This design comes from an exercise in tuning for small area and a short achievable clock period on the open sky130 flow, not from production work.
Only simulation tests tie the RTL to the original design; equivalence was not proved.

==> flow/design.v (outline; a module is shown in full before it is edited, if it fits) <==
// module ex_alu: 336 lines
// module ex_fa: 10 lines
// module ex_ha: 9 lines
// module ex_stage: 3639 lines
module ex_stage (
  input  logic              clk,
  input  logic              rst_n,
  input  ex_pkg::alu_op_e   alu_operator_i,
  input  ex_pkg::word_t     alu_operand_a_i,
  input  ex_pkg::word_t     alu_operand_b_i,
  input  ex_pkg::word_t     alu_operand_c_i,
  input  logic              alu_en_i,
  input  ex_pkg::mul_op_e   mult_operator_i,
  input  ex_pkg::word_t     mult_operand_a_i,
  input  ex_pkg::word_t     mult_operand_b_i,
  input  ex_pkg::word_t     mult_operand_c_i,
  input  logic              mult_en_i,
  input  logic              csr_access_i,
  input  ex_pkg::word_t     csr_rdata_i,
  input  logic              branch_in_ex_i,
  input  ex_pkg::reg_addr_t regfile_alu_waddr_i,
  input  logic              regfile_alu_we_i,
  input  ex_pkg::reg_addr_t regfile_waddr_i,
  input  logic              regfile_we_i,
  input  logic              lsu_en_i,
  input  ex_pkg::word_t     lsu_rdata_i,
  input  logic              lsu_ready_ex_i,
  input  logic              lsu_err_i,
  input  logic              wb_ready_i,
  output ex_pkg::reg_addr_t regfile_alu_waddr_fw_o,
  output logic              regfile_alu_we_fw_o,
  output ex_pkg::word_t     regfile_alu_wdata_fw_o,
  output ex_pkg::reg_addr_t regfile_waddr_wb_o,
  output logic              regfile_we_wb_o,
  output ex_pkg::word_t     regfile_wdata_wb_o,
  output ex_pkg::word_t     jump_target_o,
  output logic              branch_decision_o,
  output logic              mult_multicycle_o,
  output logic              ex_ready_o,
  output logic              ex_valid_o
);
  // ...
==> flow/flow/run.sh <==
#!/bin/bash
# The standard layout, with two changes to how it is made:
# - the port buffers are plain buffers (sky130_fd_sc_hd__buf_1) instead of the delay
#   cell buffer_ports picks by itself;
# - the buffers synthesis put in are taken out at floorplan (REMOVE_ABC_BUFFERS), and
#   the resizer buffers the nets again where timing and slew need it.
set -euo pipefail
export BUFFER_PORTS_ARGS="-buffer_cell sky130_fd_sc_hd__buf_1"
export REMOVE_ABC_BUFFERS=1
bash standard.sh > standard.log 2>&1
==> flow/standard.sh <==
#!/bin/bash
# synth_recipe.tcl (not shown) runs the flow's synth.tcl, then flattens the netlist and writes it again
# the make line also repeats each setting of config.mk as NAME=value (left out here)
make -C /OpenROAD-flow-scripts/flow DESIGN_CONFIG=/design/flow/config.mk WORK_HOME=/design/flow/orfs CLKGATE_MAP_FILE= SYNTH_SCRIPT=/design/flow/synth_recipe.tcl "${@:-finish}"
==> flow/config.mk <==
export PLATFORM = sky130hd
export DESIGN_NAME = ex_stage
export DESIGN_NICKNAME = ex_stage
export VERILOG_FILES = /design/flow/design.v
export SDC_FILE = /design/flow/constraint.sdc
export NUM_CORES = 4
export LEC_CHECK = 0
export ABC_AREA = 1
export CAP_MARGIN = 20
export CORE_MARGIN = 2
export CORE_UTILIZATION = 40
export SETUP_SLACK_MARGIN = 3.25
export SLEW_MARGIN = 20
export SYNTH_HIERARCHICAL = 1
==> flow/constraint.sdc <==
create_clock -name core_clock -period 15.0 [get_ports {clk}]
set_input_delay 3.0000 -clock core_clock [delete_from_list [all_inputs] [get_ports {clk}]]
set_output_delay 3.0000 -clock core_clock [all_outputs]
set_load 0.01 [all_outputs]
==> metrics.md, run 1 <==
| Metric | Value |
|---|---|
| Sink of the worst hold path | `waddr_lsu_q[4]$_DFFE_PN0P_` |
| # DRC | `0` |
| Max_slew headroom | `21.4%` |
| Commonest cells after routing, fill and taps aside | `524 x xor2_1, 522 x fa_1, 494 x o22ai_1, 493 x nand3_1, 436 x nand2_1` |
| Ys async rst share | `20.0%` |
| Final WL | `139000 µm` |
| Outcome | `finished clean` |
| Cell Area, Synth | `32400 µm²` |
| CTS Buf Count | `5` |
| Synth Area in Adders | `39.2%` |
| Worst skew pair latency | `0.28 ns` |
| Compound-cell area share of the yosys netlist | `15.8%` |
| Met2 Use GR | `48.7%` |
| Fmax achieved | `86.1 MHz` |
| Mux cell area share after synthesis | `0.208%` |
| Area contributors post-synth | `fa_1 32%, xor2_1 14%, o22ai_1 9.6%, nand3_1 7.6%, ha_1 6.9%` |
| GRT Overall Usage | `32.2%` |
| # rows | `104` |
| Synth top area share | `32.2%` |
| Worst path bufs/invs | `5` |
| Layout cells sized above 1 | `7.33%` |
| Global-route wire length before repair | `202000 µm` |
| Sequential area share after synthesis | `3.58%` |
| Multi-input combinational cell count | `3256` |
| Simple-gate portion of the synthesized area | `16.1%` |
| Post-Place Cells | `5038` |
| Seq/total area | `3.34%` |
==> run 2: changes to the inputs <==
--- a/flow/config.mk
+++ b/flow/config.mk
@@ -9,6 +9,6 @@
 export CAP_MARGIN = 20
 export CORE_MARGIN = 2
 export CORE_UTILIZATION = 40
-export SETUP_SLACK_MARGIN = 3.25
+export SETUP_SLACK_MARGIN = 3
 export SLEW_MARGIN = 20
 export SYNTH_HIERARCHICAL = 1
==> metrics.md, run 2 <==
| Metric | Value |
|---|---|
| CP Capture Type | `primary output (unchanged)` |
| Num Clock Sinks | `40 (unchanged)` |
| Core Region | `80400 µm² (unchanged)` |
| Hold path cells | `1 (unchanged)` |
| Final Max Slew Viols | `0 (unchanged)` |
| Routed Antenna Nets | `0 (unchanged)` |
| Worst slew pin tran | `1.15 ns (was 1.17 ns)` |
| Most used cell, CP | `fa_1 (unchanged)` |
| Number of global-route vias before repair | `31596 (was 31764)` |
| Iter 0 DRT Violations | `4100 (was 4016)` |
| I/O Buffers | `258 (unchanged)` |
| Global-route wire length before repair | `201000 µm (was 202000 µm)` |
| Startpoint types | `input pin (unchanged)` |
| Worst r2r src | `state_q$_DFFE_PN0P_ (unchanged)` |
| #FFs+latches synth | `40 (unchanged)` |
| Largest net degree at the start of global routing | `51 (unchanged)` |
| Clk buf depth | `2 (unchanged)` |
| IO Pins | `401 (unchanged)` |
| Root buffer cell | `clkbuf_16 (unchanged)` |
| H-tree levels | `2 (unchanged)` |
| Post-Syn Instances | `4038 (unchanged)` |
| Main synth FF type | `edfxtp_1 (unchanged)` |
| Mapped Avg Cell Area | `8.03 µm² (unchanged)` |
| Worst clock skew | `0.00673 ns (was 0.00738 ns)` |
| Drt pass-1 iters | `9 (was 8)` |
| CTS tree | `yes (unchanged)` |
| Worst R2R Path Depth | `7 (unchanged)` |
| NumNets Final | `4979 (was 5012)` |
| Synth warnings | `8 (unchanged)` |
| Max reg flops | `32 (unchanged)` |
| Slowest CP cell | `o21ai_2 (was o21ai_4)` |
| Die width | `289 µm (unchanged)` |
| Post-synth cell types | `52 (unchanged)` |
| Die area | `83300 µm² (unchanged)` |
| Largest area contributor in the netlist | `fa_1 (unchanged)` |
| Commonest cells after routing, fill and taps aside | `524 x xor2_1, 522 x fa_1, 495 x o22ai_1, 493 x nand3_1, 443 x nand2_1 (was 524 x xor2_1, 522 x fa_1, 494 x o22ai_1, 493 x nand3_1, 436 x nand2_1)` |
| WL per Instance | `26.8 µm (was 27.3 µm)` |
| Reg-to-Reg End | `waddr_lsu_q[2]$_DFFE_PN0P_ (unchanged)` |
| Antenna violations before repair | `5 (unchanged)` |
| Setup TNS | `0 ns (unchanged)` |
| Worst skew pair latency | `0.28 ns (about the same)` |
| Worst path bufs/invs | `4 (was 5)` |
| CP Data Required Time | `12.00 ns (about the same)` |
| CP arrival | `8.89 ns (was 8.62 ns)` |
| Placed cell areas | `33700 µm² (unchanged)` |
| RSZ-0062 raised after global routing | `true (unchanged)` |
| Most frequent cell after synthesis | `xor2_1 (unchanged)` |
| Final WL | `136000 µm (was 139000 µm)` |
| Ys async rst share | `20.0% (unchanged)` |
| Hold slack | `0.512 ns (about the same)` |
| Top post-synthesis cells by count | `524 x xor2_1, 522 x fa_1, 495 x o22ai_1 (unchanged)` |
| Global route overflow | `0 (unchanged)` |
| Largest register by flop count | `prod_q (unchanged)` |
| Vias per inst | `6.28 (was 6.30)` |
| Largest fanout on the critical path | `16 (unchanged)` |
| Biggest regs | `prod_q (32), waddr_lsu_q (6) (unchanged)` |
| Setup violators final | `0 (unchanged)` |
| Final hold vios | `0 (unchanged)` |
| Die height | `289 µm (unchanged)` |
| # rows | `104 (unchanged)` |
| Reg2reg setup slack | `12.52 ns (was 12.49 ns)` |
| Sink of the worst hold path | `waddr_lsu_q[4]$_DFFE_PN0P_ (unchanged)` |
| Crit path max-delay family | `adder cells (unchanged)` |
| CP max stage delay | `0.78 ns (was 0.59 ns)` |
| Cell Area, Synth | `32400 µm² (unchanged)` |
| Min Tclk post-route | `11.89 ns (was 11.62 ns)` |
| Fmax achieved | `84.1 MHz (was 86.1 MHz)` |
| CTS Buf Count | `5 (unchanged)` |
| Number of enable flip-flop cells after synthesis | `32 (unchanged)` |
| Sequential area share after synthesis | `3.58% (unchanged)` |
| Outcome | `finished clean (unchanged)` |
| Tcrit/Tclk final | `79.2% (was 77.5%)` |
| GRT Overall Usage | `31.9% (was 32.2%)` |
| Clock Pin Slew Worst Setup and Hold Paths | `0.06 ns (about the same)` |
| Detailed Place HPWL | `97200 µm (unchanged)` |
| Area Growth Syn to Fin | `5.16% (was 7.38%)` |
| CP Cell Sequence | `clkbuf_2 > inv_1 > o21ai_2 > buf_4 > o22ai_1 > xor2_1 > fa_1 > fa_1 > fa_1 > fa_1 > fa_1 > ha_1 > nand2_1 > nand2_1 > a31oi_1 > o21bai_1 > a21oi_1 > nand3_1 > nand2_1 > buf_1 (was clkbuf_2 > inv_1 > o21ai_4 > buf_4 > o22ai_1 > xor2_1 > fa_1 > fa_1 > fa_1 > fa_1 > fa_1 > ha_1 > nand2_1 > nor2_2 > inv_1 > nor2_1 > nand2_1 > nand3_1 > nand2_1 > clkbuf_2)` |
| Post-route cell area | `34100 µm² (was 34800 µm²)` |
| WS Path Type | `in -> out (unchanged)` |
| Max_slew headroom | `23.2% (was 21.4%)` |
| Gpl congestion | `0.979 (unchanged)` |
| Synth top area share | `32.2% (unchanged)` |
| Vias | `31755 (was 32029)` |
| Hold Startpoint | `waddr_lsu_q[4]$_DFFE_PN0P_ (unchanged)` |
| Maxcap violations | `0 (unchanged)` |
| Area contributors post-synth | `fa_1 32%, xor2_1 14%, o22ai_1 9.6%, nand3_1 7.6%, ha_1 6.9% (unchanged)` |
| Min-Delay Path Class | `reg -> reg (unchanged)` |
| # DRC | `0 (unchanged)` |
| Commonest non-fill, non-tap cell in the layout | `xor2_1 (unchanged)` |
| Initial Util | `40.3% (unchanged)` |
| Layout cells sized above 1 | `5.99% (was 7.33%)` |
[run 2: cell counts after synthesis]
No cell type changed its count.
[run 2: through the flow]
stage	util, %	instances	worst slack [ns]
CTS	42.2	5046	3.02
detailed placement	41.9	5038	2.52
global route	42.4	5052	2.87
finish	42.4	5053	3.11
global placement	41.9	5038	2.65
floorplan	-	3608	3.54
[run 2: worst max path at each step]
stage / startpoint / to / cells after the start
2_1_floorplan: mult_operand_b_i[3] / regfile_alu_wdata_fw_o[31] / 21
3_3_place_gp: mult_operand_b_i[1] / regfile_alu_wdata_fw_o[17] / 24
3_5_place_dp: mult_operand_b_i[1] / regfile_alu_wdata_fw_o[17] / 22
4_1_cts: mult_operand_b_i[1] / regfile_alu_wdata_fw_o[31] / 25
5_1_grt: mult_operand_b_i[1] / regfile_alu_wdata_fw_o[31] / 25
6_report: mult_operand_b_i[19] / regfile_alu_wdata_fw_o[31] / 20
[run 2: cells by family (layout without fill, tap and decap cells)]
logic type	after synthesis	in the layout	share of synthesized area, %
simple gates	1163	1164	16.1
compound gates	815	815	15.8
buf+inv	743	695	9.83
fa+ha+maj	702	702	39.2
xor+xnor	569	569	15.4
flops	40	40	3.58
mux	6	6	0.208
other cells	0	2	0
[run 2: modules after synthesis (local to each module, per instance)]
| module | copies in the design | cells inside | cell area [µm²] | flip-flops and latches |
|---|---|---|---|---|
| ex_fa | 500 | 1 | 20.0 | 0 |
| ex_alu | 1 | 1036 | 5830 | 0 |
| ex_stage | 1 | 2459 | 16000 | 40 |
| ex_ha | 43 | 1 | 12.5 | 0 |
[run 2: repair_timing]
| action | 4_1_cts | 5_1_grt |
|---|---|---|
| hold buffers | 0 | 0 |
| gates cloned | 0 | 1 |
| setup endpoints to repair | 17 | 12 |
| gates resized for setup | 14 | 40 |
| buffers inserted | 0 | 4 |
| pin swaps | 0 | 3 |
[run 2: per-layer routing]
metal	vias up	wire length (µm)	global-route usage, %
li1	13573	-	-
met5	-	189	0.909
met4	10	6810	13.6
met3	425	16100	8.03
met1	15535	53500	42.7
met2	2212	58900	48.7
[run 2: cell type report]
type / instances / area (µm²)
repair buffers: 374 / 2000
multi-input cells: 3256 / 28300
fillers: 8298 / 46300
diodes: 2 / 5.00
well taps: 1060 / 1330
flip-flops and latches: 40 / 1160
clock buffers: 5 / 125
inverters: 313 / 1170
clock inverters: 3 / 47.5
==> run 3: changes to the inputs <==
==> flow/flow/run.sh (replaced) <==
#!/bin/bash
# The standard layout, with two changes to how it is made:
# - the port buffers are plain buffers (sky130_fd_sc_hd__buf_1) instead of the delay
#   cell buffer_ports picks by itself;
# - the buffers synthesis put in are taken out at floorplan (REMOVE_ABC_BUFFERS), and
#   the resizer buffers the nets again where timing and slew need it;
# - after global route the resizer downsizes gates off the critical paths (RECOVER_POWER).
set -euo pipefail
export BUFFER_PORTS_ARGS="-buffer_cell sky130_fd_sc_hd__buf_1"
export REMOVE_ABC_BUFFERS=1
export RECOVER_POWER=30
bash standard.sh > standard.log 2>&1
--- a/flow/config.mk
+++ b/flow/config.mk
@@ -9,6 +9,6 @@
 export CAP_MARGIN = 20
 export CORE_MARGIN = 2
 export CORE_UTILIZATION = 40
-export SETUP_SLACK_MARGIN = 3
+export SETUP_SLACK_MARGIN = 3.25
 export SLEW_MARGIN = 20
 export SYNTH_HIERARCHICAL = 1
==> metrics.md, run 3 <==
| Metric | Value |
|---|---|
| Die height | `289 µm (unchanged)` |
| Global route hottest layer | `met2 (unchanged)` |
| H-tree levels | `2 (unchanged)` |
| Worst Setup SP | `mult_operand_b_i[3] (was mult_operand_b_i[19])` |
| Met2 Use GR | `48.7% (unchanged)` |
| Synth warnings | `8 (unchanged)` |
| Dpl ws | `2.52 ns (unchanged)` |
| CP max stage delay | `0.51 ns (was 0.78 ns)` |
| Detailed Place HPWL | `97200 µm (unchanged)` |
| Iter 0 DRT Violations | `4231 (was 4100)` |
| Number of enable flip-flop cells after synthesis | `32 (unchanged)` |
| Final hold vios | `0 (unchanged)` |
| End of the critical path | `regfile_alu_wdata_fw_o[31] (unchanged)` |
| GRT Overall Usage | `32.2% (was 31.9%)` |
| Final WL | `139000 µm (was 136000 µm)` |
| Met3 usage | `8.50% (was 8.03%)` |
| I/O Buffers | `258 (unchanged)` |
| # rows | `104 (unchanged)` |
| #FFs+latches synth | `40 (unchanged)` |
| WS Path Type | `in -> out (unchanged)` |
| WL per Instance | `27.3 µm (was 26.8 µm)` |
| Final Max Slew Viols | `34 (was 0)` |
| RSZ-0062 raised after global routing | `true (unchanged)` |
| Global-route wire length before repair | `202000 µm (was 201000 µm)` |
| Hold slack | `0.512 ns (about the same)` |
| Setup TNS | `0 ns (unchanged)` |
| Stages on the worst setup path | `22 (was 20)` |
| Worst R2R Path Depth | `7 (unchanged)` |
| Initial Util | `40.3% (unchanged)` |
| Max_slew headroom | `-21.0% (was 23.2%)` |
| Reg2reg setup slack | `12.44 ns (was 12.52 ns)` |
| Ys async rst share | `20.0% (unchanged)` |
| Core Region | `80400 µm² (unchanged)` |
| XOR/XNOR Fraction of Synth Area | `15.4% (unchanged)` |
| Placed cell areas | `33700 µm² (unchanged)` |
| Hold buffer count at cts | `0 (unchanged)` |
| Clock Pin Slew Worst Setup and Hold Paths | `0.06 ns (about the same)` |
| Compound-cell area share of the yosys netlist | `15.8% (unchanged)` |
| Commonest cells after routing, fill and taps aside | `524 x xor2_1, 522 x fa_1, 494 x o22ai_1, 493 x nand3_1, 436 x nand2_1 (was 524 x xor2_1, 522 x fa_1, 495 x o22ai_1, 493 x nand3_1, 443 x nand2_1)` |
| CP Data Required Time | `12.00 ns (about the same)` |
| NumNets Final | `5012 (was 4979)` |
| Main combinational cell family by area after synthesis | `adder cells (unchanged)` |
| Crit path max-delay family | `adder cells (unchanged)` |
| Largest fanout on the critical path | `6 (was 16)` |
| Most used cell, CP | `fa_1 (unchanged)` |
| Mapped Avg Cell Area | `8.03 µm² (unchanged)` |
| CP arrival | `8.63 ns (was 8.89 ns)` |
| Outcome | `finished with violations (was finished clean)` |
| Mux cell area share after synthesis | `0.208% (unchanged)` |
| CTS Buf Count | `5 (unchanged)` |
| Number of global-route vias before repair | `31764 (was 31596)` |
| CP Cell Sequence | `clkbuf_2 > clkinvlp_4 > o21ai_4 > buf_4 > buf_4 > o22ai_1 > xor2_1 > fa_1 > fa_1 > fa_1 > fa_1 > fa_1 > fa_1 > ha_2 > nand2_1 > nor2_2 > inv_1 > nor2_1 > nand2_1 > nand3_1 > nand2_1 > clkbuf_2 (was clkbuf_2 > inv_1 > o21ai_2 > buf_4 > o22ai_1 > xor2_1 > fa_1 > fa_1 > fa_1 > fa_1 > fa_1 > ha_1 > nand2_1 > nand2_1 > a31oi_1 > o21bai_1 > a21oi_1 > nand3_1 > nand2_1 > buf_1)` |
| Post-Syn Instances | `4038 (unchanged)` |
| Die area | `83300 µm² (unchanged)` |
| Layout cells sized above 1 | `7.26% (was 5.99%)` |
| CP Capture Type | `primary output (unchanged)` |
| Post-route cell area | `34800 µm² (was 34100 µm²)` |
| Root buffer cell | `clkbuf_16 (unchanged)` |
| Num Clock Sinks | `40 (unchanged)` |
| Most frequent cell after synthesis | `xor2_1 (unchanged)` |
| Vias per inst | `6.29 (was 6.28)` |
| Cell Area, Synth | `32400 µm² (unchanged)` |
| Fill cell count | `8247 (was 8298)` |
| Drt pass-1 iters | `6 (was 9)` |
| Routed Antenna Nets | `0 (unchanged)` |
| Blocking Checks | `capacitance limit, slew limit` |
| Reg-to-Reg End | `waddr_lsu_q[2]$_DFFE_PN0P_ (unchanged)` |
| Area Growth Syn to Fin | `7.35% (was 5.16%)` |
| Maxcap violations | `1 (was 0)` |
| Fmax achieved | `86.0 MHz (was 84.1 MHz)` |
| Top post-synthesis cells by count | `524 x xor2_1, 522 x fa_1, 495 x o22ai_1 (unchanged)` |
| Worst r2r src | `state_q$_DFFE_PN0P_ (unchanged)` |
| Antenna violations before repair | `5 (unchanged)` |
| Simple-gate portion of the synthesized area | `16.1% (unchanged)` |
| Min Tclk post-route | `11.63 ns (was 11.89 ns)` |
| Biggest regs | `prod_q (32), waddr_lsu_q (6) (unchanged)` |
| # DRC | `0 (unchanged)` |
| CTS tree | `yes (unchanged)` |
| Largest area contributor in the netlist | `fa_1 (unchanged)` |
| Main synth FF type | `edfxtp_1 (unchanged)` |
| Worst skew pair latency | `0.28 ns (about the same)` |
| Commonest non-fill, non-tap cell in the layout | `xor2_1 (unchanged)` |
| Worst slew pin tran | `1.81 ns (was 1.15 ns)` |
| Tcrit/Tclk final | `77.5% (was 79.2%)` |
| Largest net degree at the start of global routing | `51 (unchanged)` |
| Gpl congestion | `0.979 (unchanged)` |
| Global route overflow | `0 (unchanged)` |
| Startpoint types | `input pin (unchanged)` |
| Clk buf depth | `2 (unchanged)` |
| Synth top area share | `32.2% (unchanged)` |
| Max reg flops | `32 (unchanged)` |
| Synth Area in Adders | `39.2% (unchanged)` |
| Min-Delay Path Class | `reg -> reg (unchanged)` |
| Vias | `32001 (was 31755)` |
| Die width | `289 µm (unchanged)` |
| Worst path bufs/invs | `6 (was 4)` |
| IO Pins | `401 (unchanged)` |
| Slowest CP cell | `fa_1 (was o21ai_2)` |
| Area contributors post-synth | `fa_1 32%, xor2_1 14%, o22ai_1 9.6%, nand3_1 7.6%, ha_1 6.9% (unchanged)` |
| Worst clock skew | `0.00678 ns (was 0.00673 ns)` |
| Met1 usage | `43.0% (was 42.7%)` |
| Post-synth cell types | `52 (unchanged)` |
| Setup ws final | `3.37 ns (was 3.11 ns)` |
| Setup violators final | `0 (unchanged)` |
| Sequential area share after synthesis | `3.58% (unchanged)` |
| Largest register by flop count | `prod_q (unchanged)` |
==> run 3: timing repair <==
item,in CTS,in global routing
setup buffers,5,24
endpoints found under the setup margin,17,12
cloned,2,7
pin swaps,3,7
gates resized for setup,43,89
==> run 3: per-module statistics from Yosys, one instance, submodules excluded <==
module,times used,cells
ex_alu,1,1036
ex_ha,43,1
ex_stage,1,2459
ex_fa,500,1
==> run 3: how the worst min path moves through the flow <==
stage,start,endpoint,slack (ns),cells past startpoint
detailed placement,waddr_lsu_q[4]$_DFFE_PN0P_,waddr_lsu_q[4]$_DFFE_PN0P_,0.50,1
global placement,waddr_lsu_q[4]$_DFFE_PN0P_,waddr_lsu_q[4]$_DFFE_PN0P_,0.49,1
CTS,waddr_lsu_q[4]$_DFFE_PN0P_,waddr_lsu_q[4]$_DFFE_PN0P_,0.51,1
finish,waddr_lsu_q[4]$_DFFE_PN0P_,waddr_lsu_q[4]$_DFFE_PN0P_,0.51,1
floorplan,we_lsu_q$_DFFE_PN0P_,we_lsu_q$_DFFE_PN0P_,0.55,2
global route,waddr_lsu_q[4]$_DFFE_PN0P_,waddr_lsu_q[4]$_DFFE_PN0P_,0.53,1
==> run 3: logic make-up (layout without fill, tap and decap cells) <==
family          Yosys count  in the layout
compound gates          815            815
fa+ha+maj               702            702
simple gates           1163           1164
mux                       6              6
buf+inv                 743            728
other cells               0              3
flops                    40             40
xor+xnor                569            569
==> run 3: stage by stage <==
| step | cells | utilization [%] |
|---|---|---|
| floorplan | 3608 | - |
| global placement | 5038 | 41.9 |
| detailed placement | 5038 | 41.9 |
| CTS | 5053 | 42.4 |
| global route | 5085 | 43.3 |
| finish | 5087 | 43.3 |
==> run 3: metal layers <==
| metal | share of wire [%] | vias to the layer above | wire length (µm) |
|---|---|---|---|
| met2 | 43 | 2275 | 60000 |
| li1 | - | 13653 | - |
| met3 | 12 | 448 | 16800 |
| met4 | 5.4 | 8 | 7500 |
| met1 | 39 | 15617 | 54700 |
| met5 | 0.081 | - | 112 |
==> run 3: cell type report <==
type                       count  area, µm²  share of cell area, %
clock buffer                   5        125                  0.360
timing repair buffer         407       2520                   7.23
inverter                     313       1190                   3.43
clock inverter                 3       47.5                  0.137
tap                         1060       1330                   3.81
multi-input combinational   3256      28400                   81.7
antenna                        3       7.51                 0.0216
sequential                    40       1160                   3.34
==> run 3: worst register-to-register path: cells and delay by family, from the launching register on <==
family,cells,cell delay [ns]
buf+inv,2,0.50
simple gates,3,0.77
compound gates,1,0.46
mux,1,0.38
flops,1,0.32
==> run 4: changes to the inputs <==
--- a/flow/flow/run.sh
+++ b/flow/flow/run.sh
@@ -8,5 +8,5 @@
 set -euo pipefail
 export BUFFER_PORTS_ARGS="-buffer_cell sky130_fd_sc_hd__buf_1"
 export REMOVE_ABC_BUFFERS=1
-export RECOVER_POWER=30
+export RECOVER_POWER=100
 bash standard.sh > standard.log 2>&1
==> metrics.md, run 4 <==
| Metric | Value |
|---|---|
| Clock Pin Slew Worst Setup and Hold Paths | `0.06 ns (about the same)` |
| Biggest regs | `prod_q (32), waddr_lsu_q (6) (unchanged)` |
| Fill cell count | `8262 (was 8247)` |
| Mapped Avg Cell Area | `8.03 µm² (unchanged)` |
| I/O Buffers | `258 (unchanged)` |
| Vias | `32098 (was 32001)` |
| Ys async rst share | `20.0% (unchanged)` |
| Layout cells sized above 1 | `6.93% (was 7.26%)` |
| Post-synth cell types | `52 (unchanged)` |
| Worst clock skew | `0.00708 ns (was 0.00678 ns)` |
| Num Clock Sinks | `40 (unchanged)` |
| GRT Overall Usage | `32.2% (unchanged)` |
| Global route overflow | `0 (unchanged)` |
| Drt pass-1 iters | `9 (was 6)` |
| Main synth FF type | `edfxtp_1 (unchanged)` |
| Die area | `83300 µm² (unchanged)` |
| Setup ws final | `2.73 ns (was 3.37 ns)` |
| Synth top area share | `32.2% (unchanged)` |
| Largest register by flop count | `prod_q (unchanged)` |
| Commonest non-fill, non-tap cell in the layout | `xor2_1 (unchanged)` |
| Antenna violations before repair | `5 (unchanged)` |
| Synth warnings | `8 (unchanged)` |
| Final Max Slew Viols | `69 (was 34)` |
| H-tree levels | `2 (unchanged)` |
| Startpoint types | `input pin (unchanged)` |
| Global-route wire length before repair | `202000 µm (unchanged)` |
| Tcrit/Tclk final | `81.8% (was 77.5%)` |
| NumNets Final | `5012 (unchanged)` |
| Worst skew pair latency | `0.28 ns (about the same)` |
| Placed cell areas | `33700 µm² (unchanged)` |
| Top post-synthesis cells by count | `524 x xor2_1, 522 x fa_1, 495 x o22ai_1 (unchanged)` |
| Largest net degree at the start of global routing | `51 (unchanged)` |
| Post-Syn Instances | `4038 (unchanged)` |
| Sequential area share after synthesis | `3.58% (unchanged)` |
| Largest area contributor in the netlist | `fa_1 (unchanged)` |
| Post-route cell area | `34700 µm² (was 34800 µm²)` |
| Worst slew pin tran | `1.84 ns (was 1.81 ns)` |
| CP Capture Type | `primary output (unchanged)` |
| CTS Buf Count | `5 (unchanged)` |
| Iter 0 DRT Violations | `4295 (was 4231)` |
| Final WL | `139000 µm (about the same)` |
| RSZ-0062 raised after global routing | `true (unchanged)` |
| WL per Instance | `27.3 µm (about the same)` |
| Core Region | `80400 µm² (unchanged)` |
| Final hold vios | `0 (unchanged)` |
| Initial Util | `40.3% (unchanged)` |
| Number of enable flip-flop cells after synthesis | `32 (unchanged)` |
| Min Tclk post-route | `12.27 ns (was 11.63 ns)` |
| Cell Area, Synth | `32400 µm² (unchanged)` |
| Outcome | `finished with violations (unchanged)` |
| Post-route non-filler standard cell count | `5085 (was 5087)` |
| Area Growth Syn to Fin | `7.13% (was 7.35%)` |
| CP arrival | `9.27 ns (was 8.63 ns)` |
| CTS tree | `yes (unchanged)` |
| Hold slack | `0.512 ns (about the same)` |
| CP Data Required Time | `12.00 ns (about the same)` |
| Max reg flops | `32 (unchanged)` |
| Most frequent cell after synthesis | `xor2_1 (unchanged)` |
| # DRC | `0 (unchanged)` |
| Detailed Place HPWL | `97200 µm (unchanged)` |
| Number of global-route vias before repair | `31764 (unchanged)` |
| IO Pins | `401 (unchanged)` |
| Min-Delay Path Class | `reg -> reg (unchanged)` |
| Largest fanout on the critical path | `19 (was 6)` |
| Die width | `289 µm (unchanged)` |
| Dpl ws | `2.52 ns (unchanged)` |
| # rows | `104 (unchanged)` |
| Die height | `289 µm (unchanged)` |
| Setup TNS | `0 ns (unchanged)` |
| Maxcap violations | `2 (was 1)` |
| Commonest cells after routing, fill and taps aside | `524 x xor2_1, 522 x fa_1, 494 x nand3_1, 494 x o22ai_1, 439 x nand2_1 (was 524 x xor2_1, 522 x fa_1, 494 x o22ai_1, 493 x nand3_1, 436 x nand2_1)` |
| WS Path Type | `in -> out (unchanged)` |
| Blocking Checks | `capacitance limit, slew limit (unchanged)` |
| Fmax achieved | `81.5 MHz (was 86.0 MHz)` |
| #FFs+latches synth | `40 (unchanged)` |
| Vias per inst | `6.31 (was 6.29)` |
| Root buffer cell | `clkbuf_16 (unchanged)` |
| Area contributors post-synth | `fa_1 32%, xor2_1 14%, o22ai_1 9.6%, nand3_1 7.6%, ha_1 6.9% (unchanged)` |
| Post-Place Cells | `5038 (unchanged)` |
| Clk buf depth | `2 (unchanged)` |
| Max_slew headroom | `-22.3% (was -21.0%)` |
| Hold buffer count at cts | `0 (unchanged)` |
| Finished Core Util | `43.2% (was 43.3%)` |
| Routed Antenna Nets | `0 (unchanged)` |
| Gpl congestion | `0.979 (unchanged)` |
| Setup violators final | `0 (unchanged)` |
==> run 4: layout make-up <==
cell class / instances / area [µm²] / area share, %
flip-flops and latches: 40 / 1160 / 3.34
diodes: 1 / 2.50 / 0.00721
inverters: 313 / 1190 / 3.44
clock buffers: 5 / 125 / 0.360
clock inverters: 3 / 47.5 / 0.137
repair buffers: 407 / 2500 / 7.20
multi-input cells: 3256 / 28400 / 81.7
well taps: 1060 / 1330 / 3.82
==> run 4: final timing paths <==
check / end / from / cells after the start / slack [ns]
hold reg to reg: waddr_lsu_q[4]$_DFFE_PN0P_ / waddr_lsu_q[4]$_DFFE_PN0P_ / 1 / 0.51
max in group asynchronous: waddr_lsu_q[1]$_DFFE_PN0P_ / rst_n / 1 / 12.10
setup / recovery: regfile_alu_wdata_fw_o[31] / mult_operand_b_i[19] / 21 / 2.73
hold / removal: waddr_lsu_q[4]$_DFFE_PN0P_ / waddr_lsu_q[4]$_DFFE_PN0P_ / 1 / 0.51
min in group asynchronous: waddr_lsu_q[0]$_DFFE_PN0P_ / rst_n / 1 / 2.61
setup reg to reg: prod_q[30]$_DFFE_PP_ / state_q$_DFFE_PN0P_ / 3 / 12.43
==> run 4: per-module statistics from Yosys (local to each module, per instance) <==
module | times used | flops+latches | cells inside
ex_alu | 1 | 0 | 1036
ex_fa | 500 | 0 | 1
ex_ha | 43 | 0 | 1
ex_stage | 1 | 40 | 2459
==> run 4: repair_timing <==
item | 4_1_cts | 5_1_grt
setup endpoints to repair | 17 | 12
setup buffers | 5 | 24
gates cloned | 2 | 7
pin swaps | 3 | 7
resized for setup | 43 | 89
==> run 4: cells by family after synthesis <==
kind of cell	after synthesis	share of synthesized area [%]
flops	40	3.58
compound gates	815	15.8
buf+inv	743	9.83
fa+ha+maj	702	39.2
simple gates	1163	16.1
xor+xnor	569	15.4
mux	6	0.208
==> run 4: worst max-delay path, stage by stage <==
cell and delay, ns:
clkbuf_1 0.11, buf_6 0.23, nor2_1 0.32, inv_1 0.10, nand2_1 0.66, clkbuf_1 0.49
o22ai_1 0.16, xor2_1 0.18, ha_1 0.36, fa_1 0.49, fa_1 0.51, fa_1 0.45
fa_1 0.51, fa_1 0.46, ha_1 0.37, nand2_1 0.15, nor2_1 0.24, nand2_1 0.09
nand3_1 0.08, nand2_1 0.13, clkbuf_1 0.17
==> run 4: layer usage <==
layer	global-route usage [%]	vias up	part of all wire [%]
li1	-	13646	-
met2	48.7	2328	43
met4	14.5	8	5.6
met1	43.0	15645	39
met3	8.50	471	12
met5	0.909	-	0.083

afterwards: timing with drivers on the ports:
How much do the figures lean on ideal ports? The routed layouts below were timed once more, with nothing changed but the port constraints. Step 1 (the two cells are an assumption about what drives the block):
set clk [get_ports {clk}]
set_driving_cell -lib_cell sky130_fd_sc_hd__clkbuf_16 $clk
set_driving_cell -lib_cell sky130_fd_sc_hd__buf_2 [delete_from_list [all_inputs] $clk]
Step 2 also shifts input and output timing later by t, the mid clock arrival at the registers, as if the neighbouring blocks saw the same clock. Three values: no drivers, after step 1, after step 2; two values: the first two.
run	shift t [ns]	setup slack, ns	slew at the worst register clock pin (ns)	pins driven straight from the clock port
run 1	0.319	3.380 / 3.334 / 3.334	0.07 / 0.07	1
run 2	0.322	3.113 / 3.080 / 3.080	0.07 / 0.07	1
run 3	0.321	3.371 / 3.332 / 3.332	0.07 / 0.07	1
run 4	0.321	2.734 / 2.707 / 2.707	0.07 / 0.07	1
The setup slack of run 1, which loses most, moves by -0.046 ns with the drivers and by -0.046 ns with both steps.
